Context: an optimization exercise on an open-source flow, tuned for small area and few clock cycles per item. The choices shown serve that exercise and are no tape-out recipe. Where RTL was checked, it was by simulation tests only, not by an equivalence proof against the original.

v24:
==> flow/design.v <==
`timescale 1ns / 1ps
`default_nettype none
package aesk_pkg;
   localparam int unsigned KEY_WIDTH   = 128;
   localparam int unsigned ROUND_WIDTH = 4;
   localparam int unsigned RSP_WIDTH   = 136;
   localparam int unsigned RSP_PAD     = RSP_WIDTH - ROUND_WIDTH - KEY_WIDTH;
   localparam logic [ROUND_WIDTH-1:0] LAST_ROUND = 4'd10;
endpackage
`default_nettype wire
`timescale 1ns / 1ps
`default_nettype none
module aesk_sbox (
   input  wire logic [7:0] data_in,
   output logic      [7:0] data_out
);
   logic U0, U1, U2, U3, U4, U5, U6, U7;
   logic T1, T2, T3, T4, T5, T6, T7, T8, T9, T10;
   logic T11, T12, T13, T14, T15, T16, T17, T18, T19, T20;
   logic T21, T22, T23, T24, T25, T26, T27, M1, M2, M3;
   logic M4, M5, M6, M7, M8, M9, M10, M11, M12, M13;
   logic M14, M15, M16, M17, M18, M19, M20, M21, M22, M23;
   logic M24, M25, M26, M27, M28, M29, M30, M31, M32, M33;
   logic M34, M35, M36, M37, M38, M39, M40, M41, M42, M43;
   logic M44, M45, M46, M47, M48, M49, M50, M51, M52, M53;
   logic M54, M55, M56, M57, M58, M59, M60, M61, M62, M63;
   logic L0, L1, L2, L3, L4, L5, L6, L7, L8, L9;
   logic L10, L11, L12, L13, L14, L15, L16, L17, L18, L19;
   logic L20, L21, L22, L23, L24, L25, L26, L27, L28, L29;
   logic S0, S1, S2, S3, S4, S5, S6, S7;
   assign {U0, U1, U2, U3, U4, U5, U6, U7} = data_in;
   assign T1 = U0 ^ U3;
   assign T2 = U0 ^ U5;
   assign T3 = U0 ^ U6;
   assign T4 = U3 ^ U5;
   assign T5 = U4 ^ U6;
   assign T6 = T1 ^ T5;
   assign T7 = U1 ^ U2;
   assign T8 = U7 ^ T6;
   assign T9 = U7 ^ T7;
   assign T10 = T6 ^ T7;
   assign T11 = U1 ^ U5;
   assign T12 = U2 ^ U5;
   assign T13 = T3 ^ T4;
   assign T14 = T6 ^ T11;
   assign T15 = T5 ^ T11;
   assign T16 = T5 ^ T12;
   assign T17 = T9 ^ T16;
   assign T18 = U3 ^ U7;
   assign T19 = T7 ^ T18;
   assign T20 = T1 ^ T19;
   assign T21 = U6 ^ U7;
   assign T22 = T7 ^ T21;
   assign T23 = T2 ^ T22;
   assign T24 = T2 ^ T10;
   assign T25 = T20 ^ T17;
   assign T26 = T3 ^ T16;
   assign T27 = T1 ^ T12;
   assign M1 = T13 & T6;
   assign M2 = T23 & T8;
   assign M3 = T14 ^ M1;
   assign M4 = T19 & U7;
   assign M5 = M4 ^ M1;
   assign M6 = T3 & T16;
   assign M7 = T22 & T9;
   assign M8 = T26 ^ M6;
   assign M9 = T20 & T17;
   assign M10 = M9 ^ M6;
   assign M11 = T1 & T15;
   assign M12 = T4 & T27;
   assign M13 = M12 ^ M11;
   assign M14 = T2 & T10;
   assign M15 = M14 ^ M11;
   assign M16 = M3 ^ M2;
   assign M17 = M5 ^ T24;
   assign M18 = M8 ^ M7;
   assign M19 = M10 ^ M15;
   assign M20 = M16 ^ M13;
   assign M21 = M17 ^ M15;
   assign M22 = M18 ^ M13;
   assign M23 = M19 ^ T25;
   assign M24 = M22 ^ M23;
   assign M25 = M22 & M20;
   assign M26 = M21 ^ M25;
   assign M27 = M20 ^ M21;
   assign M28 = M23 ^ M25;
   assign M29 = M28 & M27;
   assign M30 = M26 & M24;
   assign M31 = M20 & M23;
   assign M32 = M27 & M31;
   assign M33 = M27 ^ M25;
   assign M34 = M21 & M22;
   assign M35 = M24 & M34;
   assign M36 = M24 ^ M25;
   assign M37 = M21 ^ M29;
   assign M38 = M32 ^ M33;
   assign M39 = M23 ^ M30;
   assign M40 = M35 ^ M36;
   assign M41 = M38 ^ M40;
   assign M42 = M37 ^ M39;
   assign M43 = M37 ^ M38;
   assign M44 = M39 ^ M40;
   assign M45 = M42 ^ M41;
   assign M46 = M44 & T6;
   assign M47 = M40 & T8;
   assign M48 = M39 & U7;
   assign M49 = M43 & T16;
   assign M50 = M38 & T9;
   assign M51 = M37 & T17;
   assign M52 = M42 & T15;
   assign M53 = M45 & T27;
   assign M54 = M41 & T10;
   assign M55 = M44 & T13;
   assign M56 = M40 & T23;
   assign M57 = M39 & T19;
   assign M58 = M43 & T3;
   assign M59 = M38 & T22;
   assign M60 = M37 & T20;
   assign M61 = M42 & T1;
   assign M62 = M45 & T4;
   assign M63 = M41 & T2;
   assign L0 = M61 ^ M62;
   assign L1 = M50 ^ M56;
   assign L2 = M46 ^ M48;
   assign L3 = M47 ^ M55;
   assign L4 = M54 ^ M58;
   assign L5 = M49 ^ M61;
   assign L6 = M62 ^ L5;
   assign L7 = M46 ^ L3;
   assign L8 = M51 ^ M59;
   assign L9 = M52 ^ M53;
   assign L10 = M53 ^ L4;
   assign L11 = M60 ^ L2;
   assign L12 = M48 ^ M51;
   assign L13 = M50 ^ L0;
   assign L14 = M52 ^ M61;
   assign L15 = M55 ^ L1;
   assign L16 = M56 ^ L0;
   assign L17 = M57 ^ L1;
   assign L18 = M58 ^ L8;
   assign L19 = M63 ^ L4;
   assign L20 = L0 ^ L1;
   assign L21 = L1 ^ L7;
   assign L22 = L3 ^ L12;
   assign L23 = L18 ^ L2;
   assign L24 = L15 ^ L9;
   assign L25 = L6 ^ L10;
   assign L26 = L7 ^ L9;
   assign L27 = L8 ^ L10;
   assign L28 = L11 ^ L14;
   assign L29 = L11 ^ L17;
   assign S0 = L6 ^ L24;
   assign S1 = ~(L16 ^ L26);
   assign S2 = ~(L19 ^ L28);
   assign S3 = L6 ^ L21;
   assign S4 = L20 ^ L22;
   assign S5 = L25 ^ L29;
   assign S6 = ~(L13 ^ L27);
   assign S7 = ~(L6 ^ L23);
   assign data_out = {S0, S1, S2, S3, S4, S5, S6, S7};
endmodule
`default_nettype wire
`timescale 1ns / 1ps
`default_nettype none
import aesk_pkg::*;
module aesk_ctrl (
   input  wire logic                              clock,
   input  wire logic                              reset,
   input  wire logic                              req_tvalid,
   output logic                                   req_tready,
   input  wire logic                              rsp_tready,
   output logic                                   rsp_tvalid,
   output logic                                   rsp_last,
   output logic [aesk_pkg::ROUND_WIDTH-1:0]       round,
   output logic                                   load_key,
   output logic                                   advance
);
   logic                   valid_ff;
   logic [ROUND_WIDTH-1:0] round_ff;
   logic                   last_taken;
   assign rsp_last   = round_ff[3] & round_ff[1];
   assign last_taken = rsp_tready & rsp_last;
   assign req_tready = !valid_ff || last_taken;
   assign load_key   = req_tvalid && req_tready;
   assign advance    = valid_ff && rsp_tready && !rsp_last;
   always_ff @(posedge clock) begin
      if (reset) begin
         valid_ff <= 1'b0;
      end else if (load_key) begin
         valid_ff <= 1'b1;
      end else if (last_taken) begin
         valid_ff <= 1'b0;
      end
   end
   always_ff @(posedge clock) begin
      if (load_key) begin
         round_ff <= '0;
      end else if (advance) begin
         round_ff <= round_ff + 4'd1;
      end
   end
   assign rsp_tvalid = valid_ff;
   assign round      = round_ff;
endmodule
`default_nettype wire
`timescale 1ns / 1ps
`default_nettype none
import aesk_pkg::*;
module aesk_datapath (
   input  wire logic                              clock,
   input  wire logic                              load_key,
   input  wire logic                              advance,
   input  wire logic [aesk_pkg::ROUND_WIDTH-1:0]  round,
   input  wire logic [aesk_pkg::KEY_WIDTH-1:0]    key_in,
   output logic      [aesk_pkg::KEY_WIDTH-1:0]    key_out
);
   logic [KEY_WIDTH-1:0] work_ff;
   logic [31:0]          sub_word;
   logic [7:0]           round_const;
   logic [31:0]          temp_word;
   logic [31:0]          w0_next;
   logic [31:0]          w1_next;
   logic [31:0]          w2_next;
   logic [31:0]          w3_next;
   aesk_sbox u_sbox3 (.data_in(work_ff[23:16]), .data_out(sub_word[31:24]));
   aesk_sbox u_sbox2 (.data_in(work_ff[15:8]),  .data_out(sub_word[23:16]));
   aesk_sbox u_sbox1 (.data_in(work_ff[7:0]),   .data_out(sub_word[15:8]));
   aesk_sbox u_sbox0 (.data_in(work_ff[31:24]), .data_out(sub_word[7:0]));
   logic [7:0] low_hot;
   logic       r8;
   logic       r9;
   assign low_hot = {7'd0, !round[3]} << round[2:0];
   assign r8      = round[3] & !round[0];
   assign r9      = round[3] & round[0];
   assign round_const = {low_hot[7], low_hot[6], low_hot[5] | r9, low_hot[4] | round[3],
                         low_hot[3] | r8, low_hot[2] | r9, low_hot[1] | round[3],
                         low_hot[0] | r8};
   assign temp_word = sub_word ^ {round_const, 24'h000000};
   logic [31:0] w01;
   logic [31:0] w23;
   assign w01       = work_ff[127:96] ^ work_ff[95:64];
   assign w23       = work_ff[63:32] ^ work_ff[31:0];
   assign w0_next   = work_ff[127:96] ^ temp_word;
   assign w1_next   = w01 ^ temp_word;
   assign w2_next   = work_ff[63:32] ^ w1_next;
   assign w3_next   = w23 ^ w1_next;
   always_ff @(posedge clock) begin
      if (load_key) begin
         work_ff <= key_in;
      end else if (advance) begin
         work_ff <= {w0_next, w1_next, w2_next, w3_next};
      end
   end
   assign key_out = work_ff;
endmodule
`default_nettype wire
`timescale 1ns / 1ps
`default_nettype none
import aesk_pkg::*;
module aes128_key_expansion (
   input  wire logic         clock,
   input  wire logic         reset,
   input  wire logic         req_tvalid,
   output logic              req_tready,
   input  wire logic [127:0] req_tdata,
   output logic              rsp_tvalid,
   input  wire logic         rsp_tready,
   output logic [135:0]      rsp_tdata,
   output logic              rsp_tlast
);
   logic [ROUND_WIDTH-1:0] rsp_round;
   logic [KEY_WIDTH-1:0]   rsp_key;
   logic                   load_key;
   logic                   advance;
   aesk_ctrl u_ctrl (
      .clock      (clock),
      .reset      (reset),
      .req_tvalid (req_tvalid),
      .req_tready (req_tready),
      .rsp_tready (rsp_tready),
      .rsp_tvalid (rsp_tvalid),
      .rsp_last   (rsp_tlast),
      .round      (rsp_round),
      .load_key   (load_key),
      .advance    (advance)
   );
   aesk_datapath u_datapath (
      .clock    (clock),
      .load_key (load_key),
      .advance  (advance),
      .round    (rsp_round),
      .key_in   ({req_tdata[63:0], req_tdata[127:64]}),
      .key_out  (rsp_key)
   );
   assign rsp_tdata = {{RSP_PAD{1'b0}}, rsp_key[63:0], rsp_key[127:64], rsp_round};
endmodule
`default_nettype wire
==> flow/config.mk <==
export PLATFORM = sky130hd
export DESIGN_NAME = aes128_key_expansion
export DESIGN_NICKNAME = aes128_key_expansion
export VERILOG_FILES = /design/flow/design.v
export SDC_FILE = /design/flow/constraint.sdc
export NUM_CORES = 4
export LEC_CHECK = 0
export CAP_MARGIN = 20
export CORE_MARGIN = 2
export CORE_UTILIZATION = 40
export CTS_BUF_LIST = sky130_fd_sc_hd__clkbuf_4 sky130_fd_sc_hd__clkbuf_8
export SLEW_MARGIN = 20
==> flow/constraint.sdc <==
create_clock -name core_clock -period 5.3 [get_ports {clock}]
set_input_delay 1.0600 -clock core_clock [delete_from_list [all_inputs] [get_ports {clock}]]
set_output_delay 1.0600 -clock core_clock [all_outputs]
set_load 0.01 [all_outputs]
standard.sh (not shown) runs the stock make flow with config.mk's settings and CLKGATE_MAP_FILE= SYNTH_SCRIPT=/design/flow/synth_recipe.tcl, a recipe that flattens the netlist after the stock synthesis.
==> flow/flow/run.sh <==
#!/bin/bash
# Own flow: the standard layout with two changes:
#  - synthesis: the abc technology-mapping step uses flow/abc_area_nf.script
#    instead of ORFS's speed script (front end, flip-flop mapping, flatten and
#    rename are the standard ones);
#  - placement: every port still gets a buffer, but buffer_ports uses the
#    1x buffer (sky130_fd_sc_hd__buf_1) rather than the cell it picks itself.
set -euo pipefail
W=$PWD
cat flow/abc_override.tcl synth_recipe.tcl > my_synth.tcl
sed "s#$W/synth_recipe.tcl#$W/my_synth.tcl#g" standard.sh > my_standard.sh
grep -q my_synth.tcl my_standard.sh
export MY_ABC_SCRIPT=$W/flow/abc_area_nf.script
export BUFFER_PORTS_ARGS="-buffer_cell sky130_fd_sc_hd__buf_1"
bash my_standard.sh synth > synth.log 2>&1
bash my_standard.sh finish > layout.log 2>&1
==> flow/flow/abc_area_nf.script <==
strash
&get -n
&dch -f
&nf -p -R 1000
&put
==> flow/flow/abc_override.tcl <==
# Prepended to synth_recipe.tcl: every liberty-mapping abc call uses an
# area-oriented mapping script (structural choices, then &nf area recovery)
# in place of ORFS's speed script. Registers are untouched (no -dff).
proc abc {args} {
  set i [lsearch -exact $args -script]
  if {$i >= 0} {
    set args [lreplace $args $i [expr {$i + 1}] -script $::env(MY_ABC_SCRIPT)]
  }
  yosys abc {*}$args
}
Although v24 finished all stages, its layout failed final checks on setup timing.
Testbench counts of v24, summed over its fixed seeds: cycles 5,640, items 512.
Relative to v24, the following input files were edited for v3:
--- a/flow/design.v
+++ b/flow/design.v
@@ -235,22 +235,18 @@
    assign round_const = {low_hot[7], low_hot[6], low_hot[5] | r9, low_hot[4] | round[3],
                          low_hot[3] | r8, low_hot[2] | r9, low_hot[1] | round[3],
                          low_hot[0] | r8};
    assign temp_word = sub_word ^ {round_const, 24'h000000};
-   logic [31:0] w01;
-   logic [31:0] w23;
-   assign w01       = work_ff[127:96] ^ work_ff[95:64];
-   assign w23       = work_ff[63:32] ^ work_ff[31:0];
    assign w0_next   = work_ff[127:96] ^ temp_word;
-   assign w1_next   = w01 ^ temp_word;
+   assign w1_next   = work_ff[95:64] ^ w0_next;
    assign w2_next   = work_ff[63:32] ^ w1_next;
-   assign w3_next   = w23 ^ w1_next;
+   assign w3_next   = work_ff[31:0] ^ w2_next;
+   logic hold;
+   assign hold = !(load_key || advance);
    always_ff @(posedge clock) begin
-      if (load_key) begin
-         work_ff <= key_in;
-      end else if (advance) begin
-         work_ff <= {w0_next, w1_next, w2_next, w3_next};
-      end
+      work_ff <= ({KEY_WIDTH{load_key}} & key_in)
+               | ({KEY_WIDTH{advance}} & {w0_next, w1_next, w2_next, w3_next})
+               | ({KEY_WIDTH{hold}} & work_ff);
    end
    assign key_out = work_ff;
 endmodule
 `default_nettype wire
Notes after the runs:
- To summarise v24: no stage aborted, but the layout did not pass its checks, failing on setup timing.
- v3 was carried through to the last stage, and its layout satisfied the timing, DRC and antenna checks.
- Summary of v3 over v24: global routing usage on met2 now sits higher, all-layer global routing usage now sits higher, maximum operating frequency now sits higher.
- v3 vs. v24: fraction of the cycle the final worst path needs went down by 3.1 points.
- Post-detailed-route via-to-cell ratio delta for v3 relative to v24: about 5% higher
- The final reports for v3 and v24 show cell area after synthesis lower in the former.
- From v3 to v24, number of buffers added to fix hold violations after cts did not move at all.
Testbench counts of v3, summed over its fixed seeds: cycles 5,640, items 512.

east:
Another version of the RTL of aes128_key_expansion (not shown whole).
Size: roughly 1100 cells after synthesis, about 130 flip-flops, about 270 I/O pins, ~9500 sq um of cells after synthesis.
Design aes128_key_expansion, start of the top module:
module aes128_key_expansion (
   input  wire logic         clock,
   input  wire logic         reset,
   input  wire logic         req_tvalid,
   output logic              req_tready,
   input  wire logic [127:0] req_tdata,
   output logic              rsp_tvalid,
   input  wire logic         rsp_tready,
   output logic [135:0]      rsp_tdata,
   output logic              rsp_tlast
);
==> module aesk_datapath, before the edit <==
module aesk_datapath (
   input  wire logic                              clock,
   input  wire logic                              load_key,
   input  wire logic                              advance,
   input  wire logic [aesk_pkg::ROUND_WIDTH-1:0]  round,
   input  wire logic [aesk_pkg::KEY_WIDTH-1:0]    key_in,
   output logic      [aesk_pkg::KEY_WIDTH-1:0]    key_out
);
   logic [KEY_WIDTH-1:0] work_ff;
   logic [31:0]          sub_word;
   logic [7:0]           round_const;
   logic [31:0]          temp_word;
   logic [31:0]          w0_next;
   logic [31:0]          w1_next;
   logic [31:0]          w2_next;
   logic [31:0]          w3_next;
   aesk_sbox u_sbox3 (.data_in(work_ff[23:16]), .data_out(sub_word[31:24]));
   aesk_sbox u_sbox2 (.data_in(work_ff[15:8]),  .data_out(sub_word[23:16]));
   aesk_sbox u_sbox1 (.data_in(work_ff[7:0]),   .data_out(sub_word[15:8]));
   aesk_sbox u_sbox0 (.data_in(work_ff[31:24]), .data_out(sub_word[7:0]));
   logic [7:0] low_hot;
   logic       r8;
   logic       r9;
   assign low_hot = {7'd0, !round[3]} << round[2:0];
   assign r8      = round[3] & !round[0];
   assign r9      = round[3] & round[0];
   assign round_const = {low_hot[7], low_hot[6], low_hot[5] | r9, low_hot[4] | round[3],
                         low_hot[3] | r8, low_hot[2] | r9, low_hot[1] | round[3],
                         low_hot[0] | r8};
   assign temp_word = sub_word ^ {round_const, 24'h000000};
   logic [31:0] w23;
   assign w23       = work_ff[63:32] ^ work_ff[31:0];
   assign w0_next   = work_ff[127:96] ^ temp_word;
   assign w1_next   = work_ff[95:64] ^ w0_next;
   assign w2_next   = work_ff[63:32] ^ w1_next;
   assign w3_next   = w23 ^ w1_next;
   logic hold;
   assign hold = !(load_key || advance);
   always_ff @(posedge clock) begin
      work_ff <= ({KEY_WIDTH{load_key}} & key_in)
               | ({KEY_WIDTH{advance}} & {w0_next, w1_next, w2_next, w3_next})
               | ({KEY_WIDTH{hold}} & work_ff);
   end
   assign key_out = work_ff;
endmodule
==> flow/config.mk <==
export PLATFORM = sky130hd
export DESIGN_NAME = aes128_key_expansion
export DESIGN_NICKNAME = aes128_key_expansion
export VERILOG_FILES = /design/flow/design.v
export SDC_FILE = /design/flow/constraint.sdc
export NUM_CORES = 4
export LEC_CHECK = 0
export CAP_MARGIN = 20
export CORE_MARGIN = 2
export CORE_UTILIZATION = 40
export CTS_BUF_LIST = sky130_fd_sc_hd__clkbuf_4 sky130_fd_sc_hd__clkbuf_8
export SLEW_MARGIN = 20
==> flow/constraint.sdc <==
create_clock -name core_clock -period 5.3 [get_ports {clock}]
set_input_delay 1.0600 -clock core_clock [delete_from_list [all_inputs] [get_ports {clock}]]
set_output_delay 1.0600 -clock core_clock [all_outputs]
set_load 0.01 [all_outputs]
==> flow/flow/run.sh <==
#!/bin/bash
# Own flow: the standard layout with these changes:
#  - synthesis: the abc technology-mapping step uses flow/abc_area_nf.script
#    instead of ORFS's speed script (front end, flip-flop mapping, flatten and
#    rename are the standard ones);
#  - placement: every port still gets a buffer, but buffer_ports uses the
#    1x buffer (sky130_fd_sc_hd__buf_1) rather than the cell it picks itself;
#  - clock tree: clkbuf_4/clkbuf_8 only, larger sink clusters and no dummy
#    balancing loads;
#  - the resizer does not use the 4x buffer (flow/no_buf4.tcl, sourced at the
#    start of each OpenROAD step).
# Each tool's output goes to a log of its own: synth.log, layout.log, and
# ORFS's per-step logs under orfs/logs/.
set -euo pipefail
W=$PWD
cat flow/abc_override.tcl synth_recipe.tcl > my_synth.tcl
sed "s#$W/synth_recipe.tcl#$W/my_synth.tcl#g" standard.sh > my_standard.sh
grep -q my_synth.tcl my_standard.sh
export MY_ABC_SCRIPT=$W/flow/abc_area_nf.script
export BUFFER_PORTS_ARGS="-buffer_cell sky130_fd_sc_hd__buf_1"
export CTS_ARGS="-sink_clustering_enable -repair_clock_nets -dont_use_dummy_load -sink_clustering_size 30 -sink_clustering_max_diameter 80 -buf_list {sky130_fd_sc_hd__clkbuf_4 sky130_fd_sc_hd__clkbuf_8}"
bash my_standard.sh synth > synth.log 2>&1
for step in FLOORPLAN GLOBAL_PLACE RESIZE REPAIR_TIMING_POST_PLACE DETAIL_PLACE CTS GLOBAL_ROUTE DETAIL_ROUTE; do
  export PRE_${step}_TCL=$W/flow/no_buf4.tcl
done
bash my_standard.sh finish > layout.log 2>&1
==> flow/flow/abc_area_nf.script <==
strash
&get -n
&dch -f
&nf -p -R 50
&put
==> flow/flow/no_buf4.tcl <==
# Keep the resizer from using the 4x buffer for its own buffering (port
# buffers are set separately); smaller buffers are still available.
set_dont_use sky130_fd_sc_hd__buf_4
Scripts as last shown in full above: flow/flow/abc_override.tcl
Edits applied to the flow inputs when going from east to south:
--- a/flow/design.v
+++ b/flow/design.v
@@ -234,16 +234,14 @@
    assign r9      = round[3] & round[0];
    assign round_const = {low_hot[7], low_hot[6], low_hot[5] | r9, low_hot[4] | round[3],
                          low_hot[3] | r8, low_hot[2] | r9, low_hot[1] | round[3],
                          low_hot[0] | r8};
    assign temp_word = sub_word ^ {round_const, 24'h000000};
-   logic [31:0] w23;
-   assign w23       = work_ff[63:32] ^ work_ff[31:0];
    assign w0_next   = work_ff[127:96] ^ temp_word;
    assign w1_next   = work_ff[95:64] ^ w0_next;
    assign w2_next   = work_ff[63:32] ^ w1_next;
-   assign w3_next   = w23 ^ w1_next;
+   assign w3_next   = work_ff[31:0] ^ w2_next;
    logic hold;
    assign hold = !(load_key || advance);
    always_ff @(posedge clock) begin
       work_ff <= ({KEY_WIDTH{load_key}} & key_in)
                | ({KEY_WIDTH{advance}} & {w0_next, w1_next, w2_next, w3_next})
==> comparison <==
- Status | east and south | clean
- | share of the yosys chip area belonging to registers | south vs east | 0.19 points higher |
- After detailed routing, east needs more wire than south.
- south vs east, number of placed instances with taps included went down by 1.6%.
- Changes observed in south relative to east: portion of the clock cycle consumed by the worst path in the final layout increased by 1.3 points relative to the old numbers; number of instances in the synthesized netlist decreased by 0.90% relative to the old numbers; design area decreased by 1.1% relative to the old numbers.
- Compared with east, south shows a lower mapped cell area.
- south: logic depth of the worst register-to-register path higher than east
Testbench counts of south, summed over its fixed seeds: cycles 5,640, items 512.
Only the layout flow was run in east; the RTL was not checked for function there.

[re-timing with driven ports]
In the flow no input, the clock included, has a driving cell. The finished layouts below were timed again as built, in two steps. Step 1: set_driving_cell puts a clkbuf_16 on clock and a buf_2 on each other input, an assumption about the parent block. Step 2 times the ports against the registers' clock, not the clock port: input delays grow and output delays shrink by t, the midpoint of the rising clock arrivals with the driver on. a / b / c = no drivers / after step 1 / after step 2; a / b = the first two.
run	t, ns	setup WS [ns]	worst setup path at the end	latest minus earliest clock arrival (ns)	worst slew at a driven data input, ns
v24	0.485	-0.014 / -0.014 / -0.014	register to register	0.025 / 0.025	0.08
v3	0.496	0.149 / 0.149 / 0.149	register to register	0.019 / 0.019	0.08
east	0.471	0.369 / 0.369 / 0.369	register to register	0.035 / 0.035	0.07
south	0.481	0.302 / 0.302 / 0.302	register to register	0.035 / 0.035	0.06
